This design comes from an exercise in tuning for small area, a short achievable clock period and few clock cycles on the open sky130 flow, not from production work. In this exercise RTL edits were held to simulation tests only and were not proved equivalent to the original. Power is estimated from default activity; no workload was simulated.

[flow/design.v]
package tcprc_pkg;
  localparam logic [31:0] ONE_Q        = 32'h0001_0000;
  localparam logic [31:0] RESET_WINDOW = 32'h0004_0000;
  localparam logic [31:0] RESET_THRESH = 32'h0040_0000;
  localparam logic [31:0] MIN_THRESH   = 32'h0002_0000;
  localparam logic [31:0] FR_FLOOR     = 32'h0004_0000;
  localparam logic [31:0] FR_INFLATE   = 32'h0003_0000;
  localparam logic [7:0]  DUP_TRIGGER  = 8'd3;
  localparam logic [7:0]  DUP_MAX      = 8'd255;
  localparam logic [1:0] PH_SLOW_START    = 2'd0;
  localparam logic [1:0] PH_CONG_AVOID    = 2'd1;
  localparam logic [1:0] PH_FAST_RECOVERY = 2'd2;
endpackage
module tcprc_recip (
  input  logic [5:0]  n,
  output logic [22:0] q
);
  logic [63:0] hit;
  always_comb begin
    for (int i = 0; i < 64; i++) hit[i] = (n == 6'(i));
  end
  assign q[0] = hit[3] | hit[5] | hit[9] | hit[10] | hit[11] | hit[12] | hit[13] | hit[14] | hit[15] | hit[17] | hit[19] | hit[23] | hit[25] | hit[27] | hit[29] | hit[33] | hit[34] | hit[37] | hit[44] | hit[48] | hit[49] | hit[51] | hit[54] | hit[55] | hit[57] | hit[58] | hit[62];
  assign q[1] = hit[5] | hit[6] | hit[7] | hit[17] | hit[22] | hit[24] | hit[27] | hit[29] | hit[31] | hit[34] | hit[37] | hit[40] | hit[41] | hit[47] | hit[50] | hit[55] | hit[56] | hit[59] | hit[61];
  assign q[2] = hit[3] | hit[11] | hit[12] | hit[17] | hit[20] | hit[25] | hit[28] | hit[34] | hit[36] | hit[38] | hit[40] | hit[41] | hit[43] | hit[48] | hit[50] | hit[51] | hit[52] | hit[53] | hit[54] | hit[55] | hit[57] | hit[59] | hit[60];
  assign q[3] = hit[6] | hit[10] | hit[14] | hit[17] | hit[18] | hit[19] | hit[20] | hit[24] | hit[25] | hit[26] | hit[27] | hit[30] | hit[36] | hit[37] | hit[38] | hit[41] | hit[42] | hit[49] | hit[50] | hit[52] | hit[54] | hit[57] | hit[58];
  assign q[4] = hit[3] | hit[5] | hit[7] | hit[9] | hit[10] | hit[12] | hit[13] | hit[15] | hit[18] | hit[19] | hit[21] | hit[25] | hit[26] | hit[27] | hit[29] | hit[35] | hit[36] | hit[38] | hit[39] | hit[41] | hit[42] | hit[43] | hit[44] | hit[45] | hit[46] | hit[47] | hit[48] | hit[49] | hit[50] | hit[53] | hit[54] | hit[56] | hit[57] | hit[59] | hit[61] | hit[63];
  assign q[5] = hit[5] | hit[6] | hit[9] | hit[13] | hit[18] | hit[19] | hit[21] | hit[22] | hit[23] | hit[24] | hit[25] | hit[27] | hit[28] | hit[37] | hit[38] | hit[40] | hit[41] | hit[43] | hit[45] | hit[47] | hit[49] | hit[52] | hit[54] | hit[55] | hit[57] | hit[58] | hit[61] | hit[62];
  assign q[6] = hit[3] | hit[9] | hit[11] | hit[12] | hit[14] | hit[19] | hit[20] | hit[26] | hit[27] | hit[29] | hit[31] | hit[33] | hit[35] | hit[37] | hit[40] | hit[43] | hit[44] | hit[47] | hit[48] | hit[52] | hit[53] | hit[57] | hit[58] | hit[59] | hit[60];
  assign q[7] = hit[6] | hit[7] | hit[10] | hit[13] | hit[20] | hit[22] | hit[24] | hit[26] | hit[29] | hit[30] | hit[33] | hit[34] | hit[37] | hit[38] | hit[39] | hit[43] | hit[44] | hit[45] | hit[46] | hit[52] | hit[53] | hit[54] | hit[55] | hit[56];
  assign q[8] = hit[3] | hit[5] | hit[10] | hit[11] | hit[12] | hit[13] | hit[15] | hit[17] | hit[19] | hit[22] | hit[23] | hit[26] | hit[27] | hit[28] | hit[33] | hit[34] | hit[35] | hit[36] | hit[43] | hit[44] | hit[45] | hit[46] | hit[47] | hit[48] | hit[49] | hit[50] | hit[51];
  assign q[9] = hit[5] | hit[6] | hit[11] | hit[13] | hit[14] | hit[17] | hit[18] | hit[22] | hit[23] | hit[24] | hit[25] | hit[33] | hit[34] | hit[35] | hit[36] | hit[37] | hit[38] | hit[39] | hit[40] | hit[41] | hit[42];
  assign q[10] = hit[3] | hit[7] | hit[9] | hit[11] | hit[12] | hit[17] | hit[18] | hit[19] | hit[20] | hit[21] | hit[33] | hit[34] | hit[35] | hit[36] | hit[37] | hit[38] | hit[39] | hit[40] | hit[41] | hit[42] | hit[43] | hit[44] | hit[45] | hit[46] | hit[47] | hit[48] | hit[49] | hit[50] | hit[51] | hit[52] | hit[53] | hit[54] | hit[55] | hit[56] | hit[57] | hit[58] | hit[59] | hit[60] | hit[61] | hit[62] | hit[63];
  assign q[11] = hit[6] | hit[9] | hit[10] | hit[17] | hit[18] | hit[19] | hit[20] | hit[21] | hit[22] | hit[23] | hit[24] | hit[25] | hit[26] | hit[27] | hit[28] | hit[29] | hit[30] | hit[31] | hit[32];
  assign q[12] = hit[3] | hit[5] | hit[9] | hit[10] | hit[11] | hit[12] | hit[13] | hit[14] | hit[15] | hit[16];
  assign q[13] = hit[5] | hit[6] | hit[7] | hit[8];
  assign q[14] = hit[3] | hit[4];
  assign q[15] = hit[2];
  assign q[16] = hit[0] | hit[1];
  assign q[17] = hit[3] | hit[5] | hit[9] | hit[11] | hit[13] | hit[15] | hit[17] | hit[19] | hit[23] | hit[25] | hit[27] | hit[29] | hit[33] | hit[37] | hit[49] | hit[51] | hit[55] | hit[57];
  assign q[18] = hit[7] | hit[9] | hit[10] | hit[13] | hit[14] | hit[25] | hit[27] | hit[31] | hit[33] | hit[34] | hit[41] | hit[47] | hit[49] | hit[54] | hit[55] | hit[57] | hit[58] | hit[59] | hit[61] | hit[62];
  assign q[19] = hit[6] | hit[9] | hit[10] | hit[12] | hit[19] | hit[22] | hit[27] | hit[33] | hit[43] | hit[44] | hit[49] | hit[50] | hit[53] | hit[55] | hit[58] | hit[59] | hit[61];
  assign q[20] = hit[11] | hit[23] | hit[25] | hit[29] | hit[33] | hit[37] | hit[38] | hit[53] | hit[55] | hit[57] | hit[59];
  assign q[21] = hit[18] | hit[20] | hit[21] | hit[22] | hit[24] | hit[26] | hit[28] | hit[29] | hit[30] | hit[33] | hit[34] | hit[35] | hit[36] | hit[38] | hit[39] | hit[40] | hit[41] | hit[42] | hit[44] | hit[45] | hit[47] | hit[48] | hit[49] | hit[52] | hit[53] | hit[55] | hit[56] | hit[58] | hit[60] | hit[61] | hit[63];
  assign q[22] = hit[46] | hit[50] | hit[54] | hit[57] | hit[58] | hit[59];
endmodule
module tcprc_div (
  input  logic        mul,     
  input  logic [16:0] a,       
  input  logic [16:0] q,       
  input  logic [16:0] dv,      
  output logic [16:0] a_nxt,
  output logic [16:0] q_nxt
);
  logic [17:0] opa;
  logic [18:0] opb;
  logic [18:0] sum;
  assign opa = mul ? {a, 1'b0} : {a, q[16]};
  assign opb = mul ? {2'b00, q[16] ? dv : 17'd0} : ~{2'b00, dv};
  assign sum = {1'b0, opa} + opb + {18'd0, !mul};
  always_comb begin
    q_nxt = {q[15:0], !mul && !sum[18]};
    if (mul || !sum[18]) a_nxt = sum[16:0];
    else                 a_nxt = opa[16:0];
  end
endmodule
import tcprc_pkg::*;
module tcp_reno_congestion_window_top (
  input  logic              clk,
  input  logic              rst_n,
  input  logic              cfg_wr_en,
  input  logic [47:0]       cfg_wr_data,    
  input  logic              in_tvalid,
  output logic              in_tready,
  input  logic [31:0]       in_tdata,       
  input  logic [0:0]        in_tuser,       
  output logic              out_tvalid,
  input  logic              out_tready,
  output logic [87:0]       out_tdata       
);
  localparam logic [15:0] NF = 16'd61;    
  localparam logic [3:0] B_SEG = 4'd0, B_D1 = 4'd1, B_D2 = 4'd2, B_GX = 4'd3,
                         B_DEC = 4'd4, B_MK = 4'd5, B_MUL = 4'd6, B_ADD = 4'd7,
                         B_UPD = 4'd8;
  localparam logic [1:0] U_IDLE = 2'd0, U_B = 2'd1, U_C1 = 2'd2, U_C2 = 2'd3;
  logic [15:0] wn_r, wf_r;
  logic [31:0] thr_r, base_r;
  logic [7:0]  dup_r;
  logic [1:0]  phase_r;
  logic        fin_r, rtx_r, ov_r;
  logic [37:0] xhi_r;       
  logic        xlz_r;       
  logic        busy_r;
  logic [3:0]  bs_r;
  logic [32:0] km1_r;       
  logic        cv_r;        
  logic [1:0]  us_r;
  logic [5:0]  remm1_r;     
  logic [5:0]  j_r;         
  logic [16:0] d_r;         
  logic [16:0] a_r;         
  logic [16:0] q_r;         
  logic [16:0] ex_r;        
  logic [1:0]  cx_r;        
  logic [4:0]  cnt_r;
  logic [32:0] ku_x, ku_y;
  logic        ku_cin;
  logic [33:0] ku_sum;
  logic        ku_eq, ku_ge;
  assign ku_sum  = {1'b0, ku_x} + {1'b0, ~ku_y} + {33'd0, ku_cin};
  assign ku_eq   = ku_x == ku_y;
  assign ku_ge   = ku_sum[33] | ku_eq;
  logic        rv_r, r_act_r, r_fin_r, r_dup_r;
  logic        r_needw;     
  logic [31:0] r_ackp1_r;   
  logic [32:0] r_km1_r;     
  logic        take, take_new, cap, seg_act;
  logic [31:0] in_ackp1;
  logic [31:0] base_eff;
  logic [32:0] in_diff;
  logic        in_final;
  logic [32:0] km1_cur;
  logic [7:0]  dup_inc;
  logic [31:0] thr_h;
  assign r_needw    = !fin_r && (r_act_r || (!r_fin_r && r_dup_r &&
                       phase_r != PH_FAST_RECOVERY && dup_inc == DUP_TRIGGER));
  assign take       = rv_r && !busy_r && (!ov_r || out_tready) && !(j_r != 6'd0 && r_needw);
  assign take_new   = take && !fin_r && !r_act_r && !r_fin_r && !r_km1_r[32];
  assign seg_act    = busy_r || take_new;
  assign in_tready  = !rv_r || take;
  assign cap        = in_tvalid && in_tready;
  assign out_tvalid = ov_r;
  assign out_tdata  = {4'b0000, fin_r, rtx_r, base_r, phase_r, thr_r, wn_r};
  assign in_ackp1  = in_tdata + 32'd1;
  assign base_eff  = take_new ? r_ackp1_r : base_r;
  assign in_diff   = {1'b0, in_tdata} - {1'b0, base_eff};
  assign in_final  = {7'd0, in_tdata, xlz_r} >= {xhi_r, 1'b1};
  assign km1_cur   = busy_r ? km1_r : r_km1_r;
  assign dup_inc   = (dup_r == DUP_MAX) ? dup_r : dup_r + 8'd1;
  assign thr_h     = (wn_r[15:2] == 14'd0) ? MIN_THRESH : {1'b0, wn_r, wf_r[15:1]};
  logic [16:0] ss_m;        
  logic [16:0] ssm_n;
  logic [15:0] ss_needm1;   
  logic [15:0] ssn_n;
  assign ssm_n     = {1'b0, thr_h[31:16]} + {16'd0, thr_h[15:0] != 16'd0};
  logic [15:0] tn, tf;
  logic        t_fast;
  always_comb begin
    unique case (phase_r)
      PH_SLOW_START: begin
        tn = ss_m[15:0];
        tf = 16'd0;
      end
      PH_FAST_RECOVERY: begin
        tn = (thr_r[31:18] == 14'd0) ? 16'd4 : thr_r[31:16];
        tf = (thr_r[31:18] == 14'd0) ? 16'd0 : thr_r[15:0];
      end
      default: begin
        tn = wn_r;
        tf = wf_r;
      end
    endcase
  end
  assign t_fast = (tn != 16'd0) && (tn <= NF);
  logic [5:0]  rom_a_r, rom_a_n;
  logic [22:0] rom_q;
  logic [16:0] rom_d;
  logic [5:0]  rom_rm;
  tcprc_recip u_recip (.n(rom_a_r), .q(rom_q));
  assign rom_d  = rom_q[16:0];
  assign rom_rm = rom_q[22:17];
  logic [16:0] ch_g, ch_e;
  logic        ch_plus, ch_minus;
  assign ch_g     = ex_r + (cx_r[0] ? q_r : (cx_r[1] ? ~q_r : 17'd0)) + {16'd0, cx_r[1]};
  assign ch_e     = {1'b0, ch_g[15:0]} - {11'd0, rom_rm};
  assign ch_plus  = ch_e[16];
  assign ch_minus = !ch_e[16] && ({1'b0, ch_e[15:0]} >= rom_d);
  logic        s_mul;
  logic [16:0] s_dv, s_a, s_q;
  tcprc_div u_div (
    .mul   (s_mul),
    .a     (a_r),
    .q     (q_r),
    .dv    (s_dv),
    .a_nxt (s_a),
    .q_nxt (s_q)
  );
  logic        in_fast, fast_ok;
  logic [15:0] kd;
  logic [15:0] wa_a, wa_b;
  logic [15:0] wa_sum;
  logic [15:0] wf_b;
  logic        wf_cin;
  logic [16:0] wf_sum;
  assign in_fast = (wn_r != 16'd0) && (wn_r <= NF);
  assign fast_ok = cv_r && in_fast;
  assign kd      = j_r * d_r[15:0];
  assign wa_a    = (!seg_act && phase_r != PH_FAST_RECOVERY) ? thr_h[31:16] : wn_r;
  assign wa_b    = (seg_act && phase_r == PH_SLOW_START) ? km1_cur[15:0] :
                   ((!seg_act && phase_r != PH_FAST_RECOVERY) ? 16'd2 : 16'd0);
  assign wa_sum  = wa_a + wa_b + 16'd1;
  assign wf_sum  = {1'b0, wf_r} + {1'b0, wf_b} + {16'd0, wf_cin};
  logic [15:0] wn_n, wf_n;
  logic [31:0] thr_n, base_n;
  logic [7:0]  dup_n;
  logic [1:0]  phase_n;
  logic        fin_n, rtx_n, busy_n;
  logic [3:0]  bs_n;
  logic [32:0] km1_n;
  logic        cv_n;
  logic [1:0]  us_n;
  logic [15:0] st_tn, st_tf;
  logic        st_ok;
  logic        chg_to, chg_tr;    
  logic [5:0]  remm1_n;
  logic [5:0]  j_n;
  logic [16:0] d_n, a_n, q_n, ex_n;
  logic [1:0]  cx_n;
  logic [4:0]  cnt_n;
  logic        t_chg;       
  logic        thr_ld;      
  logic        fast_use;    
  logic        done;
  always_comb begin
    wn_n    = wn_r;
    wf_n    = wf_r;
    thr_n   = thr_r;
    base_n  = base_r;
    dup_n   = dup_r;
    phase_n = phase_r;
    fin_n   = fin_r;
    rtx_n   = rtx_r;
    busy_n  = busy_r;
    bs_n    = bs_r;
    km1_n   = ((busy_r && (bs_r == B_D1 || bs_r == B_D2 || bs_r == B_GX || bs_r == B_DEC)) ||
               (seg_act && bs_r == B_SEG && phase_r == PH_CONG_AVOID && wn_r != 16'hFFFF && !fast_ok))
              ? km1_cur : ku_sum[32:0];
    cv_n    = cv_r;
    us_n    = us_r;
    remm1_n = remm1_r;
    rom_a_n = rom_a_r;
    d_n     = d_r;
    a_n     = a_r;
    q_n     = q_r;
    ex_n    = ex_r;
    cx_n    = cx_r;
    cnt_n   = cnt_r;
    t_chg   = 1'b0;
    chg_to  = 1'b0;
    chg_tr  = 1'b0;
    thr_ld  = 1'b0;
    ssn_n   = ss_needm1;
    fast_use = 1'b0;
    done    = 1'b0;
    s_mul   = 1'b0;
    s_dv    = d_r;
    ku_x    = km1_cur;
    ku_y    = 33'd0;
    ku_cin  = 1'b0;
    wf_b    = kd;
    wf_cin  = 1'b0;
    j_n     = 6'd0;
    if (j_r != 6'd0) wf_n = wf_sum[15:0];
    if (take) begin
      rtx_n = 1'b0;
      if (fin_r) begin
      end else if (r_act_r) begin
        thr_n   = thr_h;
        thr_ld  = 1'b1;
        ssn_n   = thr_h[31:16] + {15'h7FFF, thr_h[15:0] != 16'd0};
        wn_n    = 16'd1;
        wf_n    = 16'd0;
        dup_n   = '0;
        phase_n = PH_SLOW_START;
        rtx_n   = 1'b1;
        t_chg   = 1'b1;
        chg_to  = 1'b1;
      end else if (r_fin_r) begin
        fin_n = 1'b1;
      end else if (!r_km1_r[32]) begin
        dup_n  = '0;
        base_n = r_ackp1_r;
        busy_n = 1'b1;
      end else if (r_dup_r) begin
        dup_n = dup_inc;
        if (phase_r == PH_FAST_RECOVERY) begin
          if (wn_r == 16'hFFFF) wf_n = 16'hFFFF;
          else wn_n = wa_sum;
        end else if (dup_inc == DUP_TRIGGER) begin
          thr_n   = thr_h;
          thr_ld  = 1'b1;
          wn_n    = wa_sum;
          wf_n    = thr_h[15:0];
          phase_n = PH_FAST_RECOVERY;
          rtx_n   = 1'b1;
          t_chg   = 1'b1;
          chg_tr  = 1'b1;
        end
      end
    end
    if (seg_act) begin
      unique case (bs_r)
        B_SEG: begin
          unique case (phase_r)
            PH_FAST_RECOVERY: begin
              {wn_n, wf_n} = (thr_r[31:18] == 14'd0) ? FR_FLOOR : thr_r;
              phase_n = PH_CONG_AVOID;
              done    = ku_eq;
            end
            PH_SLOW_START: begin
              ku_y = {17'd0, ss_needm1};
              if (ku_ge) begin
                if (ss_m[16]) begin
                  wn_n = 16'hFFFF;
                  wf_n = 16'hFFFF;
                end else begin
                  wn_n = ss_m[15:0];
                end
                phase_n = PH_CONG_AVOID;
                done    = ku_eq;
              end else begin
                wn_n  = wa_sum;
                ssn_n = ss_needm1 + ~km1_cur[15:0];
                done  = 1'b1;
              end
            end
            default: begin
              ku_y = {27'd0, remm1_r};
              if (wn_r == 16'hFFFF) begin
                wf_b   = km1_cur[15:0];
                wf_cin = 1'b1;
                wf_n   = (km1_cur[32:16] != 17'd0 || wf_sum[16]) ? 16'hFFFF : wf_sum[15:0];
                t_chg  = 1'b1;
                done   = 1'b1;
              end else if (fast_ok) begin
                fast_use = 1'b1;
                if (ku_ge) begin
                  wn_n    = wa_sum;
                  wf_n    = a_r[15:0];
                  remm1_n = wn_r[5:0] + {{5{cx_r[1]}}, cx_r[1] | cx_r[0]};
                  rom_a_n = rom_a_r + 6'd1;
                  d_n     = q_r;
                  a_n     = ch_g;
                  ex_n    = ch_e;
                  q_n     = rom_d;
                  cx_n    = {ch_minus, ch_plus};
                  done    = ku_eq;
                end else begin
                  j_n     = km1_cur[5:0] + 6'd1;
                  remm1_n = remm1_r + ~km1_cur[5:0];
                  done    = 1'b1;
                end
              end else if (!in_fast) begin
                a_n   = '0;
                q_n   = 17'h10000;
                cnt_n = 5'd16;
                bs_n  = B_D1;
              end
            end
          endcase
        end
        B_D1: begin
          s_dv  = {1'b0, (wn_r == 16'd0) ? 16'd1 : wn_r};
          a_n   = s_a;
          q_n   = s_q;
          cnt_n = cnt_r - 5'd1;
          if (cnt_r == 5'd0) begin
            d_n   = s_q;
            a_n   = '0;
            q_n   = {1'b0, ~wf_r};
            cnt_n = 5'd16;
            bs_n  = B_D2;
          end
        end
        B_D2: begin
          a_n   = s_a;
          q_n   = s_q;
          cnt_n = cnt_r - 5'd1;
          if (cnt_r == 5'd0) bs_n = B_GX;
        end
        B_GX: begin
          ku_x = {16'd0, d_r};
          ku_y = {16'd0, a_r};
          a_n  = ku_sum[16:0];
          bs_n = B_DEC;
        end
        B_DEC: begin
          ku_y = {16'd0, q_r};
          bs_n = ku_ge ? B_UPD : B_MK;
        end
        B_UPD: begin
          ku_y  = {16'd0, q_r};
          wn_n  = wa_sum;
          wf_n  = a_r[15:0];
          t_chg = 1'b1;
          bs_n  = B_SEG;
          done  = ku_eq;
        end
        B_MK: begin
          ku_y   = '1;
          ku_cin = 1'b1;
          a_n    = '0;
          q_n    = ku_sum[16:0];
          cnt_n  = 5'd16;
          bs_n   = B_MUL;
        end
        B_MUL: begin
          s_mul = 1'b1;
          a_n   = s_a;
          q_n   = s_q;
          cnt_n = cnt_r - 5'd1;
          if (cnt_r == 5'd0) bs_n = B_ADD;
        end
        B_ADD: begin
          wf_b  = a_r[15:0];
          wf_n  = wf_sum[15:0];
          t_chg = 1'b1;
          done  = 1'b1;
        end
        default: ;
      endcase
    end
    if (done) begin
      busy_n = 1'b0;
      bs_n   = B_SEG;
    end
    if (t_chg) begin
      cv_n = 1'b0;
      us_n = U_IDLE;
      if (chg_to) begin
        st_tn = ssm_n[15:0];
        st_tf = 16'd0;
        st_ok = !ssm_n[16];
      end else begin
        st_tn = (thr_h[31:18] == 14'd0) ? 16'd4 : thr_h[31:16];
        st_tf = (thr_h[31:18] == 14'd0) ? 16'd0 : thr_h[15:0];
        st_ok = chg_tr;
      end
    end else begin
      st_tn = tn;
      st_tf = tf;
      st_ok = !cv_r && us_r == U_IDLE && !fast_use && !(busy_r && bs_r != B_SEG);
    end
    st_ok = st_ok && (st_tn != 16'd0) && (st_tn <= NF);
    if (st_ok) begin
      rom_a_n = st_tn[5:0];
      cx_n    = '0;
      if (st_tf == 16'd0) begin
        ex_n = '0;
        q_n  = '0;
        us_n = U_C1;
      end else if (st_tn[15:4] == 12'd0) begin
        a_n   = {5'd0, st_tf[15:4]};
        q_n   = {st_tf[3:0], 13'd0};
        cnt_n = 5'd3;
        us_n  = U_B;
      end else begin
        a_n   = {7'd0, st_tf[15:6]};
        q_n   = {st_tf[5:0], 11'd0};
        cnt_n = 5'd5;
        us_n  = U_B;
      end
    end else if (!t_chg && !fast_use && !(busy_r && bs_r != B_SEG)) begin
      unique case (us_r)
        U_IDLE: ;
        U_B: begin
          s_dv  = rom_d;
          a_n   = s_a;
          q_n   = s_q;
          cnt_n = cnt_r - 5'd1;
          if (cnt_r == 5'd0) begin
            ex_n = s_a;
            us_n = U_C1;
          end
        end
        U_C1: begin
          remm1_n = tn[5:0] + ~q_r[5:0];
          rom_a_n = rom_a_r + 6'd1;
          ex_n    = ch_e;
          cx_n    = {ch_minus, ch_plus};
          q_n     = rom_d;
          us_n    = U_C2;
        end
        default: begin  
          remm1_n = remm1_r + {{5{cx_r[1]}}, cx_r[1] | cx_r[0]};
          rom_a_n = rom_a_r + 6'd1;
          d_n  = q_r;
          a_n  = ch_g;
          ex_n = ch_e;
          q_n  = rom_d;
          cx_n = {ch_minus, ch_plus};
          cv_n = 1'b1;
          us_n = U_IDLE;
        end
      endcase
    end
  end
  always_ff @(posedge clk) begin
    if (!rst_n) begin
      wn_r    <= 16'd4;
      wf_r    <= 16'd0;
      thr_r   <= RESET_THRESH;
      ss_m    <= 17'd64;
      ss_needm1 <= 16'd59;
      dup_r   <= '0;
      base_r  <= 32'd1;
      phase_r <= PH_SLOW_START;
      fin_r   <= 1'b0;
      rtx_r   <= 1'b0;
      ov_r    <= 1'b0;
      xhi_r   <= '0;
      xlz_r   <= 1'b1;
      busy_r  <= 1'b0;
      rv_r    <= 1'b0;
      j_r     <= 6'd0;
      bs_r    <= B_SEG;
      cv_r    <= 1'b0;
      us_r    <= U_IDLE;
    end else begin
      wn_r    <= wn_n;
      wf_r    <= wf_n;
      thr_r   <= thr_n;
      if (thr_ld) ss_m <= ssm_n;
      ss_needm1 <= ssn_n;
      dup_r   <= dup_n;
      base_r  <= base_n;
      phase_r <= phase_n;
      fin_r   <= fin_n;
      rtx_r   <= rtx_n;
      ov_r    <= (take && !take_new) || done || (ov_r && !out_tready);
      busy_r  <= busy_n;
      rv_r    <= cap || (rv_r && !take);
      j_r     <= j_n;
      bs_r    <= bs_n;
      cv_r    <= cv_n;
      us_r    <= us_n;
      if (cfg_wr_en) begin
        xhi_r <= cfg_wr_data[47:10];
        xlz_r <= cfg_wr_data[9:0] == 10'd0;
      end
    end
    km1_r   <= km1_n;
    if (cap) begin
      r_ackp1_r <= in_ackp1;
      r_act_r <= in_tuser[0];
      r_km1_r <= in_diff;
      r_dup_r <= &in_diff;
      r_fin_r <= in_final;
    end
    remm1_r <= remm1_n;
    rom_a_r <= rom_a_n;
    d_r     <= d_n;
    a_r     <= a_n;
    q_r     <= q_n;
    ex_r    <= ex_n;
    cx_r    <= cx_n;
    cnt_r   <= cnt_n;
  end
endmodule
[flow/run.sh]
#!/bin/bash
# synth_recipe.tcl (not shown) runs the flow's synth.tcl, then flattens the netlist and writes it again
# the make line also repeats each setting of config.mk as NAME=value (left out here)
make -C /OpenROAD-flow-scripts/flow DESIGN_CONFIG=/design/flow/config.mk WORK_HOME=/design/flow/orfs CLKGATE_MAP_FILE= SYNTH_SCRIPT=/design/flow/synth_recipe.tcl finish
[flow/config.mk]
export PLATFORM = sky130hd
export DESIGN_NAME = tcp_reno_congestion_window_top
export DESIGN_NICKNAME = tcp_reno_congestion_window_top
export VERILOG_FILES = /design/flow/design.v
export SDC_FILE = /design/flow/constraint.sdc
export NUM_CORES = 4
export LEC_CHECK = 0
export CAP_MARGIN = 20
export CORE_MARGIN = 2
export CORE_UTILIZATION = 40
export SLEW_MARGIN = 20
[flow/constraint.sdc]
create_clock -name core_clock -period 8.5 [get_ports {clk}]
set_input_delay 1.7000 -clock core_clock [delete_from_list [all_inputs] [get_ports {clk}]]
set_output_delay 1.7000 -clock core_clock [all_outputs]
set_load 0.01 [all_outputs]
==> flow_summary.ini, run 1 <==
[timing]
timing.final.crit_share_pct = 90.4
rsz0062_at_grt = no
finalMaxSlewViolations = 0
fin_setup_tns_ns = 0
worst_pin_slew_ns = 1.22
fmax_ghz = 0.130
fin_skew_ns = 0.0312
setup_violations = 0
maxSlewHeadroom_pct = 17.8
hold_viol_final = 0
fin_crit_ns = 7.68

[drt]
wl_per_cell_um = 27.4
final_antenna_net_count = 0
vias = 39896
finalWirelength_um = 170000
drt_iter0_drc = 5255
drc = 0
vias_per_cell = 6.43
drtPass1Iterations = 9

[synthesis]
yosysWarnings = 3
yosysTopAreaCell = dfxtp_1
synth_edf_count = 68
synth.distinct_cells = 95
synthCells = 4880
synth.top_cell.area_share_pct = 17.1
avgSynthCellArea_sq_um = 7.51
syn-cell-area_sq_mm = 0.0367
yosys_most_used_dff = dfxtp_1
synth_area_leaders = dfxtp_1 17%, ha_1 8.4%, a21oi_1 6.1%, edfxtp_1 5.6%, nor2_1 5.5%
ys_seq_area_share_pct = 22.7
async_reset_ff_share_pct = 0
ys_ff_latch = 382

[setup_path]
crit_fanout = 14
crit_path_max_incr_delay_ns = 0.65
critical_path_class = in2reg
endpoint_kind = register
cpMostUsedCell = nand2_1
crit_arrival_ns = 8.18
cp_slowest_cell = o31a_1
rr_endpoint = wf_r[5]$_SDFF_PN0_
crit_path_cell_trace = clkdlybuf4s50_1 -> nor2b_1 -> nor3_2 -> a21oi_1 -> a21oi_2 -> buf_4 -> nand2_1 -> ha_1 -> nand4_1 -> nor4_1 -> and4_1 -> nand3b_1 -> o31a_1 -> nand3_1 -> nand2_1 -> nand2_1 -> a22oi_1 -> o221ai_1
critPathRequiredTime_ns = 9.00
reg2reg_slack_ns = 0.87
r2r_start = d_r[5]$_DFF_P_
worstRegToRegCells = 28
cp-start-kind = primary input

[grt]
grt_start_max_net_pins = 87
grt_overflow_total = 0
grt_pass1_wl_um = 247000
grt_pass1_vias = 36951
antenna_found_initial = 5
grt_use_total_pct = 34.8

[die]
initial_core_util_pct = 40.2
design.die.area_sq_mm = 0.0941
rows = 111
chipHeight_um = 307
io_pins = 176
core_sq_mm = 0.0912
die_width_um = 307

[clock_network]
clock_latency_ns = 0.65
holdBufCountCts = 0
cts_tree = done
cts_resized = 0
cts_buffers = 49
clkTransAtPathRegs_ns = 0.06
clockRootBuffer = clkbuf_16
htree_num_levels = 2
clock_sinks = 382
postCtsSetupBuffers = 0
clk_path_buf_depth = 3

[cells_and_area]
fin_cells = 6201
drive_gt1_share_pct = 7.90
nets = 5362
area_growth_pct = 14.4

[placement]
dp_hpwl_um = 126000
dp_cells = 6105
gp_congestion = 1.05
portBuffers = 170

[pwr]
finalPower_uw = 11100
leakage_uw = 0.0165
p_per_area_mw_per_mm2 = 266
max-vdd-ir-drop_uv = 181

[min_path]
hp-start = ex_r[9]$_DFF_P_
min_to = ex_r[9]$_DFF_P_
hold_path_class = reg2reg
min_path_cells = 2

[run_status]
status = timing/DRC/antenna clean

[flow_run]
max_cap_viol_count = 0
==> layout make-up <==
class / count / area, sq um
fill: 9221 / 49300
multi-input combinational: 3980 / 26400
sequential: 382 / 8330
timing repair buffer: 362 / 3150
tap: 1186 / 1480
clock buffer: 58 / 1300
inverter: 195 / 737
clock inverter: 34 / 502
antenna: 4 / 10.0
==> report_power, final <==
group          switching (uW)  total [uW]  internal, uW  leakage (uW)
clock network             965        2380          1410      0.000873
registers                 556        2700          2150       0.00323
logic                    3920        6060          2150        0.0124
total                    5440       11100          5710        0.0165
==> critical path, delay by kind of cell <==
| family | cells | cell delay (ns) |
|---|---|---|
| AND/OR/NAND/NOR | 10 | 3.51 |
| AO/OA/AOI/OAI | 5 | 1.60 |
| buffers and inverters | 2 | 0.76 |
| adder cells (fa/ha/maj) | 1 | 0.55 |
==> per-layer routing <==
layer	global-route usage (%)	share of wire [%]	up-vias
met1	44.5	40	18789
met3	9.90	12	631
met4	22.0	7.5	6
met2	51.3	41	2443
met5	0.310	0.041	-
li1	-	-	18027
==> how the worst max path moves through the flow <==
stage / start / end / slack [ns] / cells past startpoint
finish: out_tready / a_r[7]$_DFF_P_ / 0.82 / 18
global route: d_r[5]$_DFF_P_ / wf_r[13]$_SDFF_PN0_ / 0.55 / 28
CTS: j_r[1]$_SDFF_PP0_ / wf_r[5]$_SDFF_PN0_ / 1.00 / 30
detailed placement: out_tready / wn_r[4]$_SDFF_PN0_ / 0.45 / 19
global placement: out_tready / wn_r[4]$_SDFF_PN0_ / 0.60 / 19
floorplan: out_tready / km1_r[30]$_DFF_P_ / 2.02 / 21
==> cell usage after synthesis, types with 34 or more instances <==
library cell,n
mux2_2,44
o21ai_0,338
a22oi_1,91
nor2b_1,45
o21a_1,38
nor4_1,34
a21oi_1,448
nor3_1,97
nand2b_1,51
xor2_1,81
nand3_1,158
mux2i_1,187
o211ai_1,49
a211oi_1,78
ha_1,245
inv_1,192
o22ai_1,54
xnor2_1,144
buf_1,43
nor2_1,534
edfxtp_1,68
nand4_1,42
nand2_1,501
fa_1,61
clkbuf_1,252
a21o_1,68
a31oi_1,54
and3_1,51
dfxtp_1,314
and2_1,44
a221oi_1,35
==> kinds of logic (layout without fill, tap and decap cells) <==
group	count (synthesis)	after routing	share of synthesized area [%]
mux	233	233	6.56
other cells	1	9	0.0102
simple gates	1666	1666	20.9
xor+xnor	225	225	5.37
buf+inv	522	649	5.54
compound gates	1545	1545	27.2
flops	382	382	22.7
fa+ha+maj	306	306	11.7
==> registers in the layout, indices dropped and copies added (netlist names), 17 cells and up <==
signal / flops
r_ackp1_r: 32
r_km1_r: 33
thr_r: 31
km1_r: 33
base_r: 32
d_r: 17
q_r: 17
a_r: 17
ex_r: 17
xhi_r: 38
==> through the flow <==
step                      utilization, %  area (sq um)  hold WS, ns  worst slack [ns]
after floorplan                        -         36700        0.422              2.02
after global placement              44.0         40100        0.443             0.602
after detailed placement            44.0         40100        0.442             0.448
after CTS                           46.0         41900        0.452              1.00
after global routing                46.0         41900        0.468             0.547
final                               46.0         41900        0.448             0.819
==> cell usage in the layout, fill, tap and decap left out, types with 81 or more instances in the layout <==
master and instances:
xor2_1 81, mux2i_1 187, dfxtp_1 311, nand3_1 158, buf_4 191, a22oi_1 91
xnor2_1 144, clkdlybuf4s50_1 169, inv_1 191, o21ai_0 337, nor2_1 533, ha_1 245
nor3_1 95, a21oi_1 444, nand2_1 500
Testbench counts, summed over its fixed seeds: cycles 21,921.
==> run 2, diff against run 1 <==
--- a/flow/design.v
+++ b/flow/design.v
@@ -19,29 +19,29 @@
   always_comb begin
     for (int i = 0; i < 64; i++) hit[i] = (n == 6'(i));
   end
-  assign q[0] = hit[3] | hit[5] | hit[9] | hit[10] | hit[11] | hit[12] | hit[13] | hit[14] | hit[15] | hit[17] | hit[19] | hit[23] | hit[25] | hit[27] | hit[29] | hit[33] | hit[34] | hit[37] | hit[44] | hit[48] | hit[49] | hit[51] | hit[54] | hit[55] | hit[57] | hit[58] | hit[62];
-  assign q[1] = hit[5] | hit[6] | hit[7] | hit[17] | hit[22] | hit[24] | hit[27] | hit[29] | hit[31] | hit[34] | hit[37] | hit[40] | hit[41] | hit[47] | hit[50] | hit[55] | hit[56] | hit[59] | hit[61];
-  assign q[2] = hit[3] | hit[11] | hit[12] | hit[17] | hit[20] | hit[25] | hit[28] | hit[34] | hit[36] | hit[38] | hit[40] | hit[41] | hit[43] | hit[48] | hit[50] | hit[51] | hit[52] | hit[53] | hit[54] | hit[55] | hit[57] | hit[59] | hit[60];
-  assign q[3] = hit[6] | hit[10] | hit[14] | hit[17] | hit[18] | hit[19] | hit[20] | hit[24] | hit[25] | hit[26] | hit[27] | hit[30] | hit[36] | hit[37] | hit[38] | hit[41] | hit[42] | hit[49] | hit[50] | hit[52] | hit[54] | hit[57] | hit[58];
-  assign q[4] = hit[3] | hit[5] | hit[7] | hit[9] | hit[10] | hit[12] | hit[13] | hit[15] | hit[18] | hit[19] | hit[21] | hit[25] | hit[26] | hit[27] | hit[29] | hit[35] | hit[36] | hit[38] | hit[39] | hit[41] | hit[42] | hit[43] | hit[44] | hit[45] | hit[46] | hit[47] | hit[48] | hit[49] | hit[50] | hit[53] | hit[54] | hit[56] | hit[57] | hit[59] | hit[61] | hit[63];
-  assign q[5] = hit[5] | hit[6] | hit[9] | hit[13] | hit[18] | hit[19] | hit[21] | hit[22] | hit[23] | hit[24] | hit[25] | hit[27] | hit[28] | hit[37] | hit[38] | hit[40] | hit[41] | hit[43] | hit[45] | hit[47] | hit[49] | hit[52] | hit[54] | hit[55] | hit[57] | hit[58] | hit[61] | hit[62];
-  assign q[6] = hit[3] | hit[9] | hit[11] | hit[12] | hit[14] | hit[19] | hit[20] | hit[26] | hit[27] | hit[29] | hit[31] | hit[33] | hit[35] | hit[37] | hit[40] | hit[43] | hit[44] | hit[47] | hit[48] | hit[52] | hit[53] | hit[57] | hit[58] | hit[59] | hit[60];
-  assign q[7] = hit[6] | hit[7] | hit[10] | hit[13] | hit[20] | hit[22] | hit[24] | hit[26] | hit[29] | hit[30] | hit[33] | hit[34] | hit[37] | hit[38] | hit[39] | hit[43] | hit[44] | hit[45] | hit[46] | hit[52] | hit[53] | hit[54] | hit[55] | hit[56];
-  assign q[8] = hit[3] | hit[5] | hit[10] | hit[11] | hit[12] | hit[13] | hit[15] | hit[17] | hit[19] | hit[22] | hit[23] | hit[26] | hit[27] | hit[28] | hit[33] | hit[34] | hit[35] | hit[36] | hit[43] | hit[44] | hit[45] | hit[46] | hit[47] | hit[48] | hit[49] | hit[50] | hit[51];
+  assign q[0] = hit[3] | hit[5] | hit[9] | hit[10] | hit[11] | hit[12] | hit[13] | hit[14] | hit[15] | hit[17] | hit[19] | hit[23] | hit[25] | hit[27] | hit[29] | hit[33] | hit[34] | hit[37] | hit[44];
+  assign q[1] = hit[5] | hit[6] | hit[7] | hit[17] | hit[22] | hit[24] | hit[27] | hit[29] | hit[31] | hit[34] | hit[37] | hit[40] | hit[41] | hit[47];
+  assign q[2] = hit[3] | hit[11] | hit[12] | hit[17] | hit[20] | hit[25] | hit[28] | hit[34] | hit[36] | hit[38] | hit[40] | hit[41] | hit[43];
+  assign q[3] = hit[6] | hit[10] | hit[14] | hit[17] | hit[18] | hit[19] | hit[20] | hit[24] | hit[25] | hit[26] | hit[27] | hit[30] | hit[36] | hit[37] | hit[38] | hit[41] | hit[42];
+  assign q[4] = hit[3] | hit[5] | hit[7] | hit[9] | hit[10] | hit[12] | hit[13] | hit[15] | hit[18] | hit[19] | hit[21] | hit[25] | hit[26] | hit[27] | hit[29] | hit[35] | hit[36] | hit[38] | hit[39] | hit[41] | hit[42] | hit[43] | hit[44] | hit[45] | hit[46] | hit[47];
+  assign q[5] = hit[5] | hit[6] | hit[9] | hit[13] | hit[18] | hit[19] | hit[21] | hit[22] | hit[23] | hit[24] | hit[25] | hit[27] | hit[28] | hit[37] | hit[38] | hit[40] | hit[41] | hit[43] | hit[45] | hit[47];
+  assign q[6] = hit[3] | hit[9] | hit[11] | hit[12] | hit[14] | hit[19] | hit[20] | hit[26] | hit[27] | hit[29] | hit[31] | hit[33] | hit[35] | hit[37] | hit[40] | hit[43] | hit[44] | hit[47];
+  assign q[7] = hit[6] | hit[7] | hit[10] | hit[13] | hit[20] | hit[22] | hit[24] | hit[26] | hit[29] | hit[30] | hit[33] | hit[34] | hit[37] | hit[38] | hit[39] | hit[43] | hit[44] | hit[45] | hit[46];
+  assign q[8] = hit[3] | hit[5] | hit[10] | hit[11] | hit[12] | hit[13] | hit[15] | hit[17] | hit[19] | hit[22] | hit[23] | hit[26] | hit[27] | hit[28] | hit[33] | hit[34] | hit[35] | hit[36] | hit[43] | hit[44] | hit[45] | hit[46] | hit[47];
   assign q[9] = hit[5] | hit[6] | hit[11] | hit[13] | hit[14] | hit[17] | hit[18] | hit[22] | hit[23] | hit[24] | hit[25] | hit[33] | hit[34] | hit[35] | hit[36] | hit[37] | hit[38] | hit[39] | hit[40] | hit[41] | hit[42];
-  assign q[10] = hit[3] | hit[7] | hit[9] | hit[11] | hit[12] | hit[17] | hit[18] | hit[19] | hit[20] | hit[21] | hit[33] | hit[34] | hit[35] | hit[36] | hit[37] | hit[38] | hit[39] | hit[40] | hit[41] | hit[42] | hit[43] | hit[44] | hit[45] | hit[46] | hit[47] | hit[48] | hit[49] | hit[50] | hit[51] | hit[52] | hit[53] | hit[54] | hit[55] | hit[56] | hit[57] | hit[58] | hit[59] | hit[60] | hit[61] | hit[62] | hit[63];
+  assign q[10] = hit[3] | hit[7] | hit[9] | hit[11] | hit[12] | hit[17] | hit[18] | hit[19] | hit[20] | hit[21] | hit[33] | hit[34] | hit[35] | hit[36] | hit[37] | hit[38] | hit[39] | hit[40] | hit[41] | hit[42] | hit[43] | hit[44] | hit[45] | hit[46] | hit[47];
   assign q[11] = hit[6] | hit[9] | hit[10] | hit[17] | hit[18] | hit[19] | hit[20] | hit[21] | hit[22] | hit[23] | hit[24] | hit[25] | hit[26] | hit[27] | hit[28] | hit[29] | hit[30] | hit[31] | hit[32];
   assign q[12] = hit[3] | hit[5] | hit[9] | hit[10] | hit[11] | hit[12] | hit[13] | hit[14] | hit[15] | hit[16];
   assign q[13] = hit[5] | hit[6] | hit[7] | hit[8];
   assign q[14] = hit[3] | hit[4];
   assign q[15] = hit[2];
   assign q[16] = hit[0] | hit[1];
-  assign q[17] = hit[3] | hit[5] | hit[9] | hit[11] | hit[13] | hit[15] | hit[17] | hit[19] | hit[23] | hit[25] | hit[27] | hit[29] | hit[33] | hit[37] | hit[49] | hit[51] | hit[55] | hit[57];
-  assign q[18] = hit[7] | hit[9] | hit[10] | hit[13] | hit[14] | hit[25] | hit[27] | hit[31] | hit[33] | hit[34] | hit[41] | hit[47] | hit[49] | hit[54] | hit[55] | hit[57] | hit[58] | hit[59] | hit[61] | hit[62];
-  assign q[19] = hit[6] | hit[9] | hit[10] | hit[12] | hit[19] | hit[22] | hit[27] | hit[33] | hit[43] | hit[44] | hit[49] | hit[50] | hit[53] | hit[55] | hit[58] | hit[59] | hit[61];
-  assign q[20] = hit[11] | hit[23] | hit[25] | hit[29] | hit[33] | hit[37] | hit[38] | hit[53] | hit[55] | hit[57] | hit[59];
-  assign q[21] = hit[18] | hit[20] | hit[21] | hit[22] | hit[24] | hit[26] | hit[28] | hit[29] | hit[30] | hit[33] | hit[34] | hit[35] | hit[36] | hit[38] | hit[39] | hit[40] | hit[41] | hit[42] | hit[44] | hit[45] | hit[47] | hit[48] | hit[49] | hit[52] | hit[53] | hit[55] | hit[56] | hit[58] | hit[60] | hit[61] | hit[63];
-  assign q[22] = hit[46] | hit[50] | hit[54] | hit[57] | hit[58] | hit[59];
+  assign q[17] = hit[3] | hit[5] | hit[9] | hit[11] | hit[13] | hit[15] | hit[17] | hit[19] | hit[23] | hit[25] | hit[27] | hit[29] | hit[33] | hit[37];
+  assign q[18] = hit[7] | hit[9] | hit[10] | hit[13] | hit[14] | hit[25] | hit[27] | hit[31] | hit[33] | hit[34] | hit[41] | hit[47];
+  assign q[19] = hit[6] | hit[9] | hit[10] | hit[12] | hit[19] | hit[22] | hit[27] | hit[33] | hit[43] | hit[44];
+  assign q[20] = hit[11] | hit[23] | hit[25] | hit[29] | hit[33] | hit[37] | hit[38];
+  assign q[21] = hit[18] | hit[20] | hit[21] | hit[22] | hit[24] | hit[26] | hit[28] | hit[29] | hit[30] | hit[33] | hit[34] | hit[35] | hit[36] | hit[38] | hit[39] | hit[40] | hit[41] | hit[42] | hit[44] | hit[45] | hit[47];
+  assign q[22] = hit[46];
 endmodule
 module tcprc_div (
   input  logic        mul,     
@@ -77,7 +77,7 @@
   input  logic              out_tready,
   output logic [87:0]       out_tdata       
 );
-  localparam logic [15:0] NF = 16'd61;    
+  localparam logic [15:0] NF = 16'd45;    
   localparam logic [3:0] B_SEG = 4'd0, B_D1 = 4'd1, B_D2 = 4'd2, B_GX = 4'd3,
                          B_DEC = 4'd4, B_MK = 4'd5, B_MUL = 4'd6, B_ADD = 4'd7,
                          B_UPD = 4'd8;
@@ -199,6 +199,45 @@
                    ((!seg_act && phase_r != PH_FAST_RECOVERY) ? 16'd2 : 16'd0);
   assign wa_sum  = wa_a + wa_b + 16'd1;
   assign wf_sum  = {1'b0, wf_r} + {1'b0, wf_b} + {16'd0, wf_cin};
+  always_comb begin
+    ku_x   = km1_cur;
+    ku_y   = 33'd0;
+    ku_cin = 1'b0;
+    wf_b   = kd;
+    wf_cin = 1'b0;
+    s_mul  = 1'b0;
+    s_dv   = d_r;
+    if (!busy_r || bs_r == B_SEG) begin
+      unique case (phase_r)
+        PH_SLOW_START: ku_y = {17'd0, ss_needm1};
+        PH_CONG_AVOID: begin
+          ku_y = {27'd0, remm1_r};
+          if (wn_r == 16'hFFFF && (busy_r || (!r_act_r && !r_fin_r && !r_km1_r[32]))) begin
+            wf_b   = km1_cur[15:0];
+            wf_cin = 1'b1;
+          end
+        end
+        default: ;
+      endcase
+      if (us_r == U_B) s_dv = rom_d;
+    end else begin
+      unique case (bs_r)
+        B_D1:  s_dv = {1'b0, (wn_r == 16'd0) ? 16'd1 : wn_r};
+        B_GX:  begin
+          ku_x = {16'd0, d_r};
+          ku_y = {16'd0, a_r};
+        end
+        B_DEC, B_UPD: ku_y = {16'd0, q_r};
+        B_MK:  begin
+          ku_y   = '1;
+          ku_cin = 1'b1;
+        end
+        B_MUL: s_mul = 1'b1;
+        B_ADD: wf_b = a_r[15:0];
+        default: ;
+      endcase
+    end
+  end
   logic [15:0] wn_n, wf_n;
   logic [31:0] thr_n, base_n;
   logic [7:0]  dup_n;
@@ -251,13 +290,6 @@
     ssn_n   = ss_needm1;
     fast_use = 1'b0;
     done    = 1'b0;
-    s_mul   = 1'b0;
-    s_dv    = d_r;
-    ku_x    = km1_cur;
-    ku_y    = 33'd0;
-    ku_cin  = 1'b0;
-    wf_b    = kd;
-    wf_cin  = 1'b0;
     j_n     = 6'd0;
     if (j_r != 6'd0) wf_n = wf_sum[15:0];
     if (take) begin
@@ -307,7 +339,6 @@
               done    = ku_eq;
             end
             PH_SLOW_START: begin
-              ku_y = {17'd0, ss_needm1};
               if (ku_ge) begin
                 if (ss_m[16]) begin
                   wn_n = 16'hFFFF;
@@ -324,10 +355,7 @@
               end
             end
             default: begin
-              ku_y = {27'd0, remm1_r};
               if (wn_r == 16'hFFFF) begin
-                wf_b   = km1_cur[15:0];
-                wf_cin = 1'b1;
                 wf_n   = (km1_cur[32:16] != 17'd0 || wf_sum[16]) ? 16'hFFFF : wf_sum[15:0];
                 t_chg  = 1'b1;
                 done   = 1'b1;
@@ -359,7 +387,6 @@
           endcase
         end
         B_D1: begin
-          s_dv  = {1'b0, (wn_r == 16'd0) ? 16'd1 : wn_r};
           a_n   = s_a;
           q_n   = s_q;
           cnt_n = cnt_r - 5'd1;
@@ -378,17 +405,13 @@
           if (cnt_r == 5'd0) bs_n = B_GX;
         end
         B_GX: begin
-          ku_x = {16'd0, d_r};
-          ku_y = {16'd0, a_r};
           a_n  = ku_sum[16:0];
           bs_n = B_DEC;
         end
         B_DEC: begin
-          ku_y = {16'd0, q_r};
           bs_n = ku_ge ? B_UPD : B_MK;
         end
         B_UPD: begin
-          ku_y  = {16'd0, q_r};
           wn_n  = wa_sum;
           wf_n  = a_r[15:0];
           t_chg = 1'b1;
@@ -396,22 +419,18 @@
           done  = ku_eq;
         end
         B_MK: begin
-          ku_y   = '1;
-          ku_cin = 1'b1;
           a_n    = '0;
           q_n    = ku_sum[16:0];
           cnt_n  = 5'd16;
           bs_n   = B_MUL;
         end
         B_MUL: begin
-          s_mul = 1'b1;
           a_n   = s_a;
           q_n   = s_q;
           cnt_n = cnt_r - 5'd1;
           if (cnt_r == 5'd0) bs_n = B_ADD;
         end
         B_ADD: begin
-          wf_b  = a_r[15:0];
           wf_n  = wf_sum[15:0];
           t_chg = 1'b1;
           done  = 1'b1;
@@ -463,7 +482,6 @@
       unique case (us_r)
         U_IDLE: ;
         U_B: begin
-          s_dv  = rom_d;
           a_n   = s_a;
           q_n   = s_q;
           cnt_n = cnt_r - 5'd1;
--- a/flow/config.mk
+++ b/flow/config.mk
@@ -7,5 +7,5 @@
 export LEC_CHECK = 0
 export CAP_MARGIN = 20
 export CORE_MARGIN = 2
-export CORE_UTILIZATION = 40
+export CORE_UTILIZATION = 55
 export SLEW_MARGIN = 20
==> run 2 against run 1 <==
  * Via count is 2.1% lower
  * Synthesized cell count is 3.2% lower
  * Sequential cell count stayed put
  * Area after synthesis is 2.3% lower
  * Sequential power is 7% lower
  * Critical path depth is 3 lower
  * Utilization is 16 points higher
  * Clock-buffer cell count is 5 higher
  * Routed wire length is 6.7% lower
  * Cell count is 8.8% lower
  * Largest power group unchanged
==> flow_summary.ini, run 2 <==
[pwr]
finalPower_uw = 10200
leakage_uw = 0.0162
p_per_area_mw_per_mm2 = 255
max-vdd-ir-drop_uv = 161

[min_path]
hp-start = ss_m[1]$_SDFFE_PN0P_
hold_path_class = reg2reg

[clock_network]
holdBufCountCts = 0
postCtsSetupBuffers = 0
cts_tree = done
cts_resized = 0
cts_buffers = 46
clockRootBuffer = clkbuf_16
htree_num_levels = 2
clock_latency_ns = 0.65
clkTransAtPathRegs_ns = 0.06
clock_sinks = 382
clk_path_buf_depth = 3

[synthesis]
avgSynthCellArea_sq_um = 7.59
yosysWarnings = 3
syn-cell-area_sq_mm = 0.0358
synthCells = 4722
ys_seq_area_share_pct = 23.2
synthTopCellsByCount = 524 x nand2_1, 501 x nor2_1, 416 x a21oi_1
yosysMostFrequentCell = nand2_1
synth.top_cell.area_share_pct = 17.5
yosys_most_used_dff = dfxtp_1
synth.distinct_cells = 109
synth_edf_count = 68
ys_ff_latch = 382
synth_area_leaders = dfxtp_1 18%, ha_1 8.6%, a21oi_1 5.8%, edfxtp_1 5.7%, nand2_1 5.5%
yosysTopAreaCell = dfxtp_1
async_reset_ff_share_pct = 0

[grt]
grt_overflow_total = 0
antenna_found_initial = 5
grt_use_total_pct = 45.8
grt_pass1_wl_um = 233000
grt_start_max_net_pins = 93
grt_pass1_vias = 36037

[placement]
gp_congestion = 1.09
dp_cells = 5574
portBuffers = 170
dp_hpwl_um = 119000

[die]
die_width_um = 259
rows = 93
core_sq_mm = 0.0645
design.die.area_sq_mm = 0.0672
initial_core_util_pct = 55.6
io_pins = 176
chipHeight_um = 259

[cells_and_area]
final_common_cell = nand2_1
multi_input_area_sq_mm = 0.0255
drive_gt1_share_pct = 6.87
regMostFlops = xhi_r
reg_top3 = xhi_r x38, km1_r x33, r_km1_r x33
fin_cells = 5657
register_area_sq_mm = 0.00833
layout_common_cells = 524 x nand2_1, 501 x nor2_1, 414 x a21oi_1
nets = 5159
fillers = 5953
largest_reg_flops = 38
area_growth_pct = 11.7

[drt]
drt_iter0_drc = 5735
vias = 39061
final_antenna_net_count = 0
vias_per_cell = 6.90
wl_per_cell_um = 28.0
drtPass1Iterations = 11
drc = 0
finalWirelength_um = 158000

[timing]
timing.final.crit_share_pct = 86.5
hold_ws_ns = 0.461
rsz0062_at_grt = no
maxSlewHeadroom_pct = 16.3
hold_viol_final = 0
fmax_ghz = 0.136
fin_crit_ns = 7.35
finalMaxSlewViolations = 0
fin_skew_ns = 0.0433
worst_pin_slew_ns = 1.25
fin_setup_tns_ns = 0
setup_violations = 0

[setup_path]
crit_fanout = 18
crit_path_cell_trace = nor2b_1 -> and2_1 -> nand2_1 -> ha_1 -> nand3_1 -> nor4_1 -> nand3_1 -> nor4_2 -> nor2b_1 -> a21oi_1 -> buf_4 -> nand2_1 -> a21o_1 -> a22oi_1 -> o21ai_0
crit_family = simple AND/OR/NAND/NOR gates
critical_path_class = reg2reg
endpoint_kind = register
cp-start-kind = register
cp_slowest_cell = nor4_2
r2r_start = bs_r[2]$_SDFFE_PP0P_
critPathRequiredTime_ns = 9.00
crit_arrival_ns = 7.86
crit_path_max_incr_delay_ns = 0.82
cp-startpoint = bs_r[2]$_SDFFE_PP0P_
path_buf_inv = 1
reg2reg_slack_ns = 1.15

[flow_run]
max_cap_viol_count = 0

[run_status]
status = timing/DRC/antenna clean
run 2: cell count changes after synthesis, moves of 22 or more:
cell     before  now
nand2_1     501  524
mux2i_1     187  157
a22oi_1      91  118
a21o_1       68   93
nor2_1      534  501
nand3_1     158  125
a31oi_1      54   76
a21oi_1     448  416
o21ai_0     338  269
run 2: path summary, 6_finish.rpt:
check	cells after the start	to
worst max-delay path	15	d_r[5]$_DFF_P_
worst min-delay path	2	ss_m[1]$_SDFFE_PN0P_
worst max register to register	15	d_r[5]$_DFF_P_
worst min register to register	2	ss_m[1]$_SDFFE_PN0P_
run 2: cells by family after synthesis:
kind of cell	synth area share (%)
other	0.0105
DFF	23.2
muxes	5.30
AOI/OAI and AO/OA	27.0
xor gates and xnor gates	5.84
adders and majority gates	12.0
and+or+nand+nor	20.8
buffers and inverters	5.78
run 2: area by class of cell:
class / instances / share of cell area [%]
clock inverters: 19 / 0.675
diodes: 1 / 0.00625
inverters: 191 / 1.80
multi-input cells: 3827 / 63.8
clock buffers: 63 / 3.21
well taps: 855 / 2.67
flip-flops and latches: 382 / 20.8
repair buffers: 319 / 7.03
run 2: layer usage:
metal / GRT usage [%] / up-vias / part of all wire, %
li1: - / 17267 / -
met1: 58.4 / 18193 / 38
met2: 65.6 / 2791 / 40
met3: 14.9 / 804 / 13
met4: 31.3 / 6 / 8.5
met5: 0 / - / 0.068
run 2: per-stage QoR:
step,setup WS [ns],utilization (%),instance area [sq um]
finish,1.15,62.1,40000
global route,0.705,62.1,40000
CTS,1.30,62.1,40000
detailed placement,1.37,59.6,38500
global placement,1.48,59.6,38500
floorplan,2.26,-,35800
run 2: where the power goes:
group          internal (uW)  switching [uW]
Combinational           1930            3630
Clock                   1220             909
Sequential              2140             381
Total                   5290            4920
run 2: tightest hold or removal path: stages, from the launching register on:
cell and delay, ns:
dfxtp_1 0.30, nand2_1 0.06, a21oi_1 0.05
Testbench counts of run 2, summed over its fixed seeds: cycles 21,921.
==> run 3, diff against run 2 <==
--- a/flow/config.mk
+++ b/flow/config.mk
@@ -7,5 +7,5 @@
 export LEC_CHECK = 0
 export CAP_MARGIN = 20
 export CORE_MARGIN = 2
-export CORE_UTILIZATION = 55
+export CORE_UTILIZATION = 62
 export SLEW_MARGIN = 20
==> run 3 against run 2 <==
  * Still clean on timing, DRC and antenna
  * Clock skew decreased by 0.018 ns
  * Sequential cell count unchanged
  * Via count grew 1.6%
  * Critical endpoint is now wf_r[3]$_SDFF_PN0_
==> flow_summary.ini, run 3 <==
[synthesis]
synthTopCellsByCount = 524 x nand2_1, 501 x nor2_1, 416 x a21oi_1
ys_ff_latch = 382
synth_area_leaders = dfxtp_1 18%, ha_1 8.6%, a21oi_1 5.8%, edfxtp_1 5.7%, nand2_1 5.5%
ys_seq_area_share_pct = 23.2
synthCells = 4722
avgSynthCellArea_sq_um = 7.59
synth.distinct_cells = 109
yosys_most_used_dff = dfxtp_1
synth.top_cell.area_share_pct = 17.5
syn-cell-area_sq_mm = 0.0358
yosysMostFrequentCell = nand2_1
async_reset_ff_share_pct = 0
synth_edf_count = 68
yosysTopAreaCell = dfxtp_1
yosysWarnings = 3

[grt]
grt_start_max_net_pins = 88
top_usage_layer = met2
grt_overflow_total = 0
grt_use_total_pct = 50.3
grt_pass1_wl_um = 229000
met3_usage_pct = 20.6
grt_pass1_vias = 36422
grt_util_met2_pct = 70.9
antenna_found_initial = 12
grtUsageMet1_pct = 61.7

[placement]
dp_hpwl_um = 114000
post-place-ws_ns = 1.35
portBuffers = 170
gp_congestion = 1.13

[die]
initial_core_util_pct = 62.5
chipHeight_um = 244
design.die.area_sq_mm = 0.0597
core_sq_mm = 0.0574
io_pins = 176
rows = 88
die_width_um = 244

[timing]
finalMaxSlewViolations = 0
fin_skew_ns = 0.0252
setup_violations = 0
fin_setup_tns_ns = 0
rsz0062_at_grt = no
worst_pin_slew_ns = 1.19
fin_crit_ns = 7.68
hold_viol_final = 0
maxSlewHeadroom_pct = 20.1
timing.final.crit_share_pct = 90.4
fmax_ghz = 0.130
hold_ws_ns = 0.454
fin_ws_ns = 0.818

[clock_network]
holdBufCountCts = 0
cts_resized = 0
clk_path_buf_depth = 3
clockRootBuffer = clkbuf_16
clock_latency_ns = 0.63
htree_num_levels = 2
clock_sinks = 382
cts_buffers = 45
postCtsSetupBuffers = 0
clkTransAtPathRegs_ns = 0.07
cts_tree = done

[cells_and_area]
nets = 5150
area_growth_pct = 11.3
final_common_cell = nand2_1
drive_gt1_share_pct = 6.86
layout_common_cells = 524 x nand2_1, 501 x nor2_1, 413 x a21oi_1
reg_top3 = xhi_r x38, km1_r x33, r_km1_r x33
largest_reg_flops = 38
fillers = 4798
postLayoutCoreUtil_pct = 69.5
regMostFlops = xhi_r

[pwr]
finalPower_uw = 10200
max-vdd-ir-drop_uv = 337
total_switching_power_uw = 4900
power_frac_clock_pct = 20.8
internal_power_uw = 5260
switching_share_pct = 48.2
combinationalPowerShare_pct = 53.7
seqPwrFrac_pct = 25.5
p_per_area_mw_per_mm2 = 255
leakage_uw = 0.0162

[setup_path]
cpMostUsedCell = a21oi_1
critical_path_class = reg2reg
critPathRequiredTime_ns = 9.00
crit_fanout = 17
endpoint_kind = register
r2r_start = j_r[0]$_SDFF_PP0_
crit_arrival_ns = 8.18
cp_slowest_cell = dfxtp_1
cp-start-kind = register
crit_path_max_incr_delay_ns = 0.76
cp-startpoint = j_r[0]$_SDFF_PP0_

[run_status]
status = timing/DRC/antenna clean

[drt]
drtPass1Iterations = 12
vias = 39689
wl_per_cell_um = 27.9
final_antenna_net_count = 0
drc = 0
vias_per_cell = 7.13
drt_iter0_drc = 6378
finalWirelength_um = 155000

[min_path]
hold_path_class = reg2reg
hp-start = ss_m[1]$_SDFFE_PN0P_

[flow_run]
max_cap_viol_count = 0
-- run 3: cell count changes in the layout (fill, tap and decap cells not counted), moves of 2 or more --
cell | previous run | this run
buf_4 | 149 | 142
clkinv_1 | 4 | 1
clkbuf_8 | 5 | 9
diode_2 | 1 | 6
clkbuf_1 | 11 | 8
clkbuf_16 | 47 | 45
clkinvlp_4 | 2 | 5
-- run 3: logic make-up after synthesis --
| group | share of synthesized area [%] |
|---|---|
| and+or+nand+nor | 20.8 |
| muxes | 5.30 |
| adders and majority gates | 12.0 |
| xor gates and xnor gates | 5.84 |
| AOI/OAI and AO/OA | 27.0 |
| buffers and inverters | 5.78 |
| DFF | 23.2 |
| other | 0.0105 |
-- run 3: layer usage --
metal / share of wire [%] / wire, um / vias up
li1: - / - / 17262
met1: 36 / 55100 / 18149
met2: 39 / 61000 / 3261
met3: 15 / 23900 / 1003
met4: 9.5 / 14800 / 14
met5: 0.13 / 200 / -
-- run 3: worst paths after layout --
check / endpoint / slack (ns) / cells past startpoint
worst max-delay path: wf_r[3]$_SDFF_PN0_ / 0.82 / 27
worst min-delay path: ss_m[1]$_SDFFE_PN0P_ / 0.45 / 2
worst max register to register: wf_r[3]$_SDFF_PN0_ / 0.82 / 27
worst min register to register: ss_m[1]$_SDFFE_PN0P_ / 0.45 / 2
-- run 3: metrics by stage --
| stage | cell area, sq um | instances |
|---|---|---|
| 2_1_floorplan | 35800 | 4726 |
| 3_3_place_gp | 38300 | 5475 |
| 3_5_place_dp | 38300 | 5475 |
| 4_1_cts | 39800 | 5557 |
| 5_1_grt | 39900 | 5559 |
| 6_report | 39900 | 5564 |
-- run 3: worst max-delay path: cells and delay by family, from the launching register on --
kind / cells / cell delay, ns
AO/OA/AOI/OAI: 13 / 3.34
adder cells (fa/ha/maj): 5 / 2.04
AND/OR/NAND/NOR: 6 / 1.11
flip-flops: 1 / 0.76
XOR/XNOR: 1 / 0.14
buffers and inverters: 2 / 0.13
-- run 3: area by class of cell --
cell class | instances | area, sq um | area share [%]
Clock buffer | 62 | 1280 | 3.21
Timing Repair Buffer | 311 | 2760 | 6.91
Tap cell | 765 | 957 | 2.40
Multi-Input combinational cell | 3827 | 25500 | 64.0
Sequential cell | 382 | 8330 | 20.9
Clock inverter | 20 | 303 | 0.759
Antenna cell | 6 | 15.0 | 0.0376
Inverter | 191 | 719 | 1.80
-- run 3: power groups by stage --
stage / sequential (uW) / combinational (uW) / clock (uW)
floorplan: 2330 / 3470 / 0
global placement: 2570 / 4990 / 0
detailed placement: 2570 / 5070 / 0
CTS: 2540 / 5120 / 2100
global route: 2590 / 5770 / 2170
finish: 2590 / 5460 / 2110

re-timing with driven ports:
Ports are ideal in the flow. The routed layouts listed here were re-timed in OpenROAD.
Step 1 assumes that a clkbuf_16 drives the clock port and a buf_2 every other input.
Step 2 adds t to the input delays and takes it off the output delays; t is the mean of the earliest and latest rising clock arrival at the registers after step 1. Input paths then give back, and output paths get back, about the clock's delay inside the block.
Three values: ideal, step 1, step 2; two values: the first two.
run	shift t [ns]	setup WS [ns]	slew at the worst register clock pin (ns)	worst slew at a driven data input, ns	pins driven straight from the clock port
run 1	0.706	0.819 / 0.857 / 0.151	0.07 / 0.07	0.07	1
run 2	0.693	1.148 / 1.148 / 1.148	0.07 / 0.07	0.07	1
run 3	0.680	0.818 / 0.818 / 0.818	0.07 / 0.07	0.06	1
After both steps setup and hold are still met in every run listed. For run 1, which loses most, drivers alone change the setup slack by +0.038 ns; drivers and shift together by -0.668 ns.
